This is an optimization exercise on Yosys and OpenROAD, whose aim is small area, a short achievable clock period and few clock cycles per item, not a production implementation. At most, simulation tests tie the RTL to the original design; equivalence was not proved. Power is estimated from default activity; no workload was simulated.

==> trial 15 <==
// gomoku_top
module gomoku_top (
    input  logic               clock,
    input  logic               rst,
    input  logic [5-1:0] awaddr,
    input  logic               awvalid,
    output logic               awready,
    input  logic [32-1:0] wdata,
    input  logic               wvalid,
    output logic               wready,
    output logic               bvalid,
    output logic [1:0]         bresp,
    input  logic               bready,
    input  logic [5-1:0] araddr,
    input  logic               arvalid,
    output logic               arready,
    output logic               rvalid,
    output logic [32-1:0] rdata,
    output logic [1:0]         rresp,
    input  logic               rready,
    output logic [6:0]         hex0,
    output logic [6:0]         hex1,
    output logic [7:0]         ledr,
    output logic [7:0]         ledg
);
make LEC_CHECK=0 ABC_CLOCK_PERIOD_IN_PS=3000 CAP_MARGIN=20 CORE_MARGIN=2 CORE_UTILIZATION=30 SETUP_SLACK_MARGIN=5 SLEW_MARGIN=20 finish   # period 8.0 ns
run.sh (not shown) runs the stock make flow with config.mk's settings and CLKGATE_MAP_FILE= SYNTH_SCRIPT=/design/flow/synth_recipe.tcl, a recipe that flattens the netlist after the stock synthesis.
==> build 20 (differences from trial 15) <==
--- a/flow/design.v
+++ b/flow/design.v
@@ -52,12 +52,10 @@
     output logic                      wr_en,        
     output logic [4-1:0]       kv,
     output logic [4-1:0]       kh,
     output logic [4-1:0]       kd,
     output logic [4-1:0]       ka,
-    output logic                      negd,
-    output logic                      hia,
     output logic [6:0]                hex0,
     output logic [6:0]                hex1,
     output logic [4-1:0]       pick_row,
     output logic [4-1:0]       last_row,
     output logic [4-1:0]       last_col,
@@ -170,12 +168,12 @@
         end else begin
             kv <= cell_col;
         end
         if (mv_fire) begin
             kh <= wv.move.row;
-            {negd, kd} <= {1'b0, wv.move.col} - {1'b0, wv.move.row};
-            {hia, ka}  <= {1'b0, wv.move.col} + {1'b0, wv.move.row};
+            kd <= wv.move.col - wv.move.row;
+            ka <= wv.move.col + wv.move.row;
         end
     end
     always_ff @(posedge clock) begin
         if (rst) begin
             placed <= 1'b0;
@@ -299,14 +297,10 @@
 endmodule
 `timescale 1ns/100ps
 module win_checker (
     input  logic [4-1:0]     row,        
     input  logic [4-1:0]     col,
-    input  logic [4-1:0]     kd,         
-    input  logic                    negd,       
-    input  logic [4-1:0]     ka,         
-    input  logic                    hia,        
     input  logic                    white,      
     input  logic [16-1:0]   pv_b,       
     input  logic [16-1:0]   pv_w,
     input  logic [16-1:0]   ph,         
     input  logic [16-1:0]   pd,         
@@ -315,20 +309,20 @@
 );
     logic [16-1:0] lv;
     logic [16-1:0] lh;
     logic [16-1:0] ld;
     logic [16-1:0] la;
-    logic [16-1:0] le_d;   
-    logic [16-1:0] le_a;   
-    assign le_d = ~(16'hFFFE << ~kd);
-    assign le_a = ~(16'hFFFE << ka);
     always_comb begin
         for (int i = 0; i < 16; i++) begin
+            int dc;
+            int ac;
+            dc = int'(col) - int'(row) + i;   
+            ac = int'(col) + int'(row) - i;
             lv[i] = (white ? pv_w[i] : pv_b[i]) || row == 4'(i);
             lh[i] = ph[i] || col == 4'(i);
-            ld[i] = (pd[i] && (le_d[i] ^ negd)) || row == 4'(i);
-            la[i] = (pa[i] && (le_a[i] ^ hia)) || row == 4'(i);
+            ld[i] = (pd[i] && dc >= 0 && dc < 16) || row == 4'(i);
+            la[i] = (pa[i] && ac >= 0 && ac < 16) || row == 4'(i);
         end
     end
     always_comb begin
         five = 1'b0;
         for (int s = 0; s + 5 <= 16; s++) begin
@@ -376,12 +370,10 @@
     logic                  wr_en;
     logic [4-1:0]   kv;
     logic [4-1:0]   kh;
     logic [4-1:0]   kd;
     logic [4-1:0]   ka;
-    logic                  negd;
-    logic                  hia;
     logic [4-1:0]   pick_row;
     logic [4-1:0]   last_row;
     logic [4-1:0]   last_col;
     logic                  white;
     logic                  won;
@@ -396,11 +388,11 @@
     gomoku_regs u_regs (
         .clock, .rst,
         .awaddr, .awvalid, .awready, .wdata, .wvalid, .wready,
         .bvalid, .bresp, .bready,
         .araddr, .arvalid, .arready, .rvalid, .rdata, .rresp, .rready,
-        .pt, .five, .clear, .wr_en, .kv, .kh, .kd, .ka, .negd, .hia, .hex0, .hex1,
+        .pt, .five, .clear, .wr_en, .kv, .kh, .kd, .ka, .hex0, .hex1,
         .pick_row, .last_row, .last_col, .white, .won
     );
     board_store u_board (
         .clock, .clear, .wr_en,
         .wr_row (last_row),
@@ -409,11 +401,10 @@
         .white, .kv, .kh, .kd, .ka, .pv_b, .pv_w, .ph, .pd, .pa
     );
     win_checker u_check (
         .row (last_row),
         .col (last_col),
-        .kd, .negd, .ka, .hia,
         .white, .pv_b, .pv_w, .ph, .pd, .pa, .five
     );
     status_display u_disp (
         .white, .won, .ledr, .ledg
     );
==> run notes <==
Between trial 15 and build 20, the lower worst hold slack is in build 20 (gap 0.0093 ns).
In trial 15 the fmax is higher than in build 20, by 24%.
Total power: trial 15 is smaller than build 20 (about 4%).
In build 20 the first-iteration DRC count is higher than in trial 15, by about 7%.
Against trial 15, the non-clock buffer count of build 20 is lower by 23.
Of trial 15 and build 20, build 20 has the higher via count (gap about 6%, measured against build 20).
Against trial 15, the final cell count of build 20 is larger by 7.2%.
Setup slack: trial 15 is better than build 20 (0.86 ns).
Of build 20 and trial 15, build 20 has the higher synthesized area (gap 8.2%, measured against trial 15).
Clock power: build 20 is larger than trial 15 (6.9%).
Routed wire length: build 20 is higher than trial 15 (6.9%).
No run of this note included a check of the RTL's function; only the layout flow was run.

* * *

==> v5: inputs <==
gomoku_top, a different RTL version from the one above (not shown whole).
make LEC_CHECK=0 ABC_CLOCK_PERIOD_IN_PS=3000 CAP_MARGIN=20 CORE_MARGIN=2 CORE_UTILIZATION=30 CTS_BUF_LIST=sky130_fd_sc_hd__clkbuf_16 CTS_CLUSTER_DIAMETER=80 CTS_CLUSTER_SIZE=25 SETUP_SLACK_MARGIN=5 SLEW_MARGIN=20 finish   # period 8.0 ns
==> inputs of v21, as changes to v5 <==
--- a/flow/design.v
+++ b/flow/design.v
@@ -49,14 +49,15 @@
     input  gomoku_pkg::cell_t         pt,         
     input  logic                      five,
     output logic                      clear,        
     output logic                      wr_en,        
     output logic                      diag,
-    output logic                      lines,      
     output logic [3:0][4:0]    s1,
     output logic                      neg1,
     output logic [3:0][4:0]    s2,
+    output logic [15:0][1:0]          lo1,
+    output logic [15:0][1:0]          lo2,
     output logic                      top2,
     output logic [4-1:0]       pick_row,     
     output logic [4-1:0]       last_row,
     output logic [4-1:0]       last_col,
     output logic                      white,        
@@ -68,10 +69,11 @@
     logic                  ar_fire;
     logic                  mv_fire;
     logic                  sel_fire;
     logic                  ng_fire;
     logic                  pass_fire;
+    logic                  lines;       
     logic                  placed;      
     logic                  five_hv;
     logic                  last_ok;
     logic [8:0]            move_count;
     logic [4-1:0]   cell_row;
@@ -92,12 +94,12 @@
     assign ar_fire   = arvalid && !rvalid;
     assign mv_fire   = wr_fire && awaddr == 5'h00;
     assign sel_fire  = wr_fire && awaddr == 5'h08;
     assign ng_fire   = wr_fire && awaddr == 5'h04 && wv.ctrl.new_game;
     assign pass_fire = wr_fire && awaddr == 5'h04 && wv.ctrl.pass && !wv.ctrl.new_game;
-    assign sum = {1'b0, wv.move.row} + {1'b0, wv.move.col};
-    assign dif = {1'b0, wv.move.col} - {1'b0, wv.move.row};
+    assign sum = {1'b0, last_row} + {1'b0, last_col};
+    assign dif = {1'b0, last_col} - {1'b0, last_row};
     assign pick_row = lines ? last_row : cell_row;
     assign wr_en    = placed;
     always_ff @(posedge clock) begin
         if (rst) begin
             ready  <= 1'b1;
@@ -135,29 +137,43 @@
     end
     always_ff @(posedge clock) begin
         for (int q = 0; q < 4; q++) begin
             if (rst) begin
                 s1[q] <= '0;
-            end else if (mv_fire) begin
-                s1[q] <= {1'b0, dif[4-1:0]} + (4+1)'(q);
-            end else if (sel_fire) begin
+            end else if (mv_fire || sel_fire) begin
                 s1[q] <= {1'b0, wv.move.col};
             end else if (lines) begin
-                s1[q] <= {1'b0, last_col};
+                s1[q] <= {1'b0, dif[4-1:0]} + (4+1)'(q);
             end else begin
                 s1[q] <= {1'b0, cell_col};
             end
             if (mv_fire) begin
-                s2[q] <= {1'b0, sum[4-1:0]} - (4+1)'(q);
+                s2[q] <= {1'b0, wv.move.row};
             end else begin
-                s2[q] <= {1'b0, last_row};
+                s2[q] <= {1'b0, sum[4-1:0]} - (4+1)'(q);
             end
         end
-        if (mv_fire) begin
-            neg1 <= dif[4];
-            top2 <= sum[4];
+        neg1 <= dif[4];
+    end
+    always_ff @(posedge clock) begin
+        for (int i = 0; i < 16; i++) begin
+            if (rst) begin
+                lo1[i] <= 2'(i / 4);
+            end else if (mv_fire || sel_fire) begin
+                lo1[i] <= wv.move.col[1:0] ^ 2'(i / 4);
+            end else if (lines) begin
+                lo1[i] <= (dif[1:0] + 2'(i % 4)) ^ 2'(i / 4);
+            end else begin
+                lo1[i] <= cell_col[1:0] ^ 2'(i / 4);
+            end
+            if (mv_fire) begin
+                lo2[i] <= wv.move.row[1:0] ^ 2'(i / 4);
+            end else begin
+                lo2[i] <= (sum[1:0] - 2'(i % 4)) ^ 2'(i / 4);
+            end
         end
+        top2 <= sum[4];
     end
     always_ff @(posedge clock) begin
         if (rst) begin
             placed <= 1'b0;
         end else begin
@@ -212,12 +228,14 @@
     input  logic                                   clear,       
     input  logic                                   wr_en,       
     input  logic [4-1:0]                    wr_row,
     input  logic [4-1:0]                    wr_col,
     input  logic                                   wr_white,
-    input  logic [16-1:0][4-1:0]    k1,
-    input  logic [16-1:0][4-1:0]    k2,
+    input  logic [16-1:0][1:0]             lo1,    
+    input  logic [16-1:0][1:0]             hi1,
+    input  logic [16-1:0][1:0]             lo2,    
+    input  logic [16-1:0][1:0]             hi2,
     output logic [16-1:0]                  p1_b,
     output logic [16-1:0]                  p1_w,
     output logic [16-1:0]                  p2_b,
     output logic [16-1:0]                  p2_w
 );
@@ -239,17 +257,26 @@
                 bl[i][j] <= !clear && (bl[i][j] || (row_b[i] && col_hit[j]));
                 wh[i][j] <= !clear && (wh[i][j] || (row_w[i] && col_hit[j]));
             end
         end
     end
-    always_comb begin
-        for (int i = 0; i < 16; i++) begin
-            p1_b[i] = bl[i][k1[i]];
-            p1_w[i] = wh[i][k1[i]];
-            p2_b[i] = bl[k2[i]][i];
-            p2_w[i] = wh[k2[i]][i];
-        end
+    logic [16-1:0][16-1:0] r1b;
+    logic [16-1:0][16-1:0] r1w;
+    logic [16-1:0][16-1:0] r2b;
+    logic [16-1:0][16-1:0] r2w;
+    for (genvar i = 0; i < 16; i++) begin : g_port
+        for (genvar x = 0; x < 16; x++) begin : g_in
+            localparam int Y = (x / 4) * 4 + ((x % 4) ^ (i / 4));
+            assign r1b[i][x] = bl[i][Y];
+            assign r1w[i][x] = wh[i][Y];
+            assign r2b[i][x] = bl[Y][i];
+            assign r2w[i][x] = wh[Y][i];
+        end
+        assign p1_b[i] = r1b[i][{hi1[i], lo1[i]}];
+        assign p1_w[i] = r1w[i][{hi1[i], lo1[i]}];
+        assign p2_b[i] = r2b[i][{hi2[i], lo2[i]}];
+        assign p2_w[i] = r2w[i][{hi2[i], lo2[i]}];
     end
 endmodule
 `timescale 1ns/100ps
 module win_checker (
     input  logic                                   diag,       
@@ -262,20 +289,16 @@
     input  logic                                   white,      
     input  logic [16-1:0]                  p1_b,
     input  logic [16-1:0]                  p1_w,
     input  logic [16-1:0]                  p2_b,
     input  logic [16-1:0]                  p2_w,
-    output logic [16-1:0][4-1:0]    k1,
-    output logic [16-1:0][4-1:0]    k2,
+    output logic [16-1:0][1:0]             hi1,
+    output logic [16-1:0][1:0]             hi2,
     output logic                                   five
 );
     logic [16-1:0] ok1;
     logic [16-1:0] ok2;
-    logic [16-1:0] line1;
-    logic [16-1:0] line2;
-    logic                  five1;
-    logic                  five2;
     function automatic logic [2:0] add_m(input logic [2:0] t, input int m);
         case (m)
             0: add_m = {t[2], t[1], t[0]};
             1: add_m = {t[2] || (t[1] && t[0]), t[1] ^ t[0], !t[0]};
             2: add_m = {t[2] || t[1], !t[1], t[0]};
@@ -294,31 +317,39 @@
         for (int i = 0; i < 16; i++) begin
             logic [2:0] h1;
             logic [2:0] h2;
             h1 = add_m(s1[i % 4][4:2], i / 4);
             h2 = sub_m(s2[i % 4][4:2], i / 4);
-            k1[i]  = {diag ? h1[1:0] : s1[i % 4][3:2], s1[i % 4][1:0]};
-            k2[i]  = {diag ? h2[1:0] : s2[i % 4][3:2], s2[i % 4][1:0]};
+            hi1[i] = diag ? h1[1:0] : s1[i % 4][3:2];
+            hi2[i] = diag ? h2[1:0] : s2[i % 4][3:2];
             ok1[i] = !diag || h1[2] == neg1;
             ok2[i] = !diag || h2[2] == top2;
         end
     end
+    logic [16-1:0] line1_b;
+    logic [16-1:0] line1_w;
+    logic [16-1:0] line2_b;
+    logic [16-1:0] line2_w;
+    logic                  five_b;
+    logic                  five_w;
     always_comb begin
         for (int i = 0; i < 16; i++) begin
-            line1[i] = (ok1[i] && (white ? p1_w[i] : p1_b[i])) || row == 4'(i);
-            line2[i] = (ok2[i] && (white ? p2_w[i] : p2_b[i])) || col == 4'(i);
+            line1_b[i] = (ok1[i] && p1_b[i]) || row == 4'(i);
+            line1_w[i] = (ok1[i] && p1_w[i]) || row == 4'(i);
+            line2_b[i] = (ok2[i] && p2_b[i]) || col == 4'(i);
+            line2_w[i] = (ok2[i] && p2_w[i]) || col == 4'(i);
         end
     end
     always_comb begin
-        five1 = 1'b0;
-        five2 = 1'b0;
+        five_b = 1'b0;
+        five_w = 1'b0;
         for (int s = 0; s + 5 <= 16; s++) begin
-            five1 = five1 || &line1[s+:5];
-            five2 = five2 || &line2[s+:5];
+            five_b = five_b || &line1_b[s+:5] || &line2_b[s+:5];
+            five_w = five_w || &line1_w[s+:5] || &line2_w[s+:5];
         end
     end
-    assign five = five1 || five2;
+    assign five = white ? five_w : five_b;
 endmodule
 `timescale 1ns/100ps
 module status_display (
     input  logic                clock,
     input  logic                rst,
@@ -378,46 +409,47 @@
     logic                                 diag;
     logic [3:0][4:0]               s1;
     logic [3:0][4:0]               s2;
     logic                                 neg1;
     logic                                 top2;
-    logic                                 lines;
     logic [4-1:0]                  pick_row;
     logic [4-1:0]                  last_row;
     logic [4-1:0]                  last_col;
     logic                                 white;
     logic                                 won;
     logic                                 five;
     gomoku_pkg::cell_t                    pt;
-    logic [16-1:0][4-1:0]  k1;
-    logic [16-1:0][4-1:0]  k2;
+    logic [16-1:0][1:0]           lo1;
+    logic [16-1:0][1:0]           lo2;
+    logic [16-1:0][1:0]           hi1;
+    logic [16-1:0][1:0]           hi2;
     logic [16-1:0]                p1_b;
     logic [16-1:0]                p1_w;
     logic [16-1:0]                p2_b;
     logic [16-1:0]                p2_w;
     assign pt = gomoku_pkg::cell_t'({p1_w[pick_row], p1_b[pick_row]});
     gomoku_regs u_regs (
         .clock, .rst,
         .awaddr, .awvalid, .awready, .wdata, .wvalid, .wready,
         .bvalid, .bresp, .bready,
         .araddr, .arvalid, .arready, .rvalid, .rdata, .rresp, .rready,
-        .pt, .five, .clear, .wr_en, .diag, .s1, .neg1, .s2, .top2, .lines,
+        .pt, .five, .clear, .wr_en, .diag, .s1, .neg1, .s2, .top2, .lo1, .lo2,
         .pick_row, .last_row, .last_col, .white, .won
     );
     board_store u_board (
         .clock, .clear, .wr_en,
         .wr_row (last_row),
         .wr_col (last_col),
         .wr_white (white),
-        .k1, .k2, .p1_b, .p1_w, .p2_b, .p2_w
+        .lo1, .hi1, .lo2, .hi2, .p1_b, .p1_w, .p2_b, .p2_w
     );
     win_checker u_check (
-        .diag (lines), .s1, .neg1, .s2, .top2,
+        .diag, .s1, .neg1, .s2, .top2,
         .row (last_row),
         .col (last_col),
         .white, .p1_b, .p1_w, .p2_b, .p2_w,
-        .k1, .k2, .five
+        .hi1, .hi2, .five
     );
     status_display u_disp (
         .clock, .rst,
         .last_row, .last_col, .white, .won, .hex0, .hex1, .ledr, .ledg
     );
--- a/flow/config.mk
+++ b/flow/config.mk
@@ -12,5 +12,6 @@
 export CTS_BUF_LIST = sky130_fd_sc_hd__clkbuf_16
 export CTS_CLUSTER_DIAMETER = 80
 export CTS_CLUSTER_SIZE = 25
 export SETUP_SLACK_MARGIN = 5
 export SLEW_MARGIN = 20
+export TNS_END_PERCENT = 25
==> flow_metrics.py <==
metrics = {
    "run_status": {
        "status": "no timing/DRC/antenna violations",
    },
    "logic_synthesis": {
        "ys_top_cells_by_area": "dfxtp_1 39%, mux4_2 19%, a21oi_1 9.6%",
    },
    "cells_and_area": {
        "sh_seq_area": 0.3585,
    },
    "power_and_ir_drop": {
        "swShare": 0.2357,
    },
    "critical_path": {
        "reg2reg_from": "u_regs.last_row[1]$_SDFFE_PP0P_",
    },
    "clocking": {
        "cts_repair_resize_count": 213,
    },
}
-- figures above: v21

==> flow_metrics.py <==
metrics = {
    "clocking": {
        "cts_repair_resize_count": 221,
    },
    "cells_and_area": {
        "sh_seq_area": 0.3492,
    },
    "critical_path": {
        "reg2reg_from": "u_regs.s2[10]$_DFF_P_",
    },
    "run_status": {
        "status": "no timing/DRC/antenna violations",
    },
    "logic_synthesis": {
        "ys_top_cells_by_area": "dfxtp_1 39%, mux4_2 18%, a21oi_1 9.3%",
    },
}
-- figures above: v5

Testbench counts of v21, summed over its fixed seeds: cycles 17,312, moves 3,200.
Function not checked in v5: the RTL went through the layout flow alone.

## re-timing with driven ports
In the flow no input, the clock included, has a driving cell. The finished layouts below were timed again as built, in two steps. Step 1, drivers: a clkbuf_16 drives clock and a buf_2 each remaining input, both assumed. Step 2 also shifts input and output timing later by t, the mid clock arrival at the registers, as if the neighbouring blocks saw the same clock. a / b / c = ideal ports / drivers / drivers and shift; a / b = the first two.
run	shift t [ns]	setup slack, ns	worst register clock-pin slew, ns
trial 15	0.715	4.475 / 4.475 / 4.379	0.08 / 0.08
build 20	0.714	3.619 / 3.619 / 3.619	0.06 / 0.06
v5	0.657	4.313 / 4.313 / 4.313	0.11 / 0.11
v21	0.659	4.666 / 4.666 / 4.339	0.10 / 0.10
After both steps every run listed still meets setup and hold. The setup slack of v21, which loses most, moves by 0.000 ns with the drivers and by -0.327 ns with both steps.
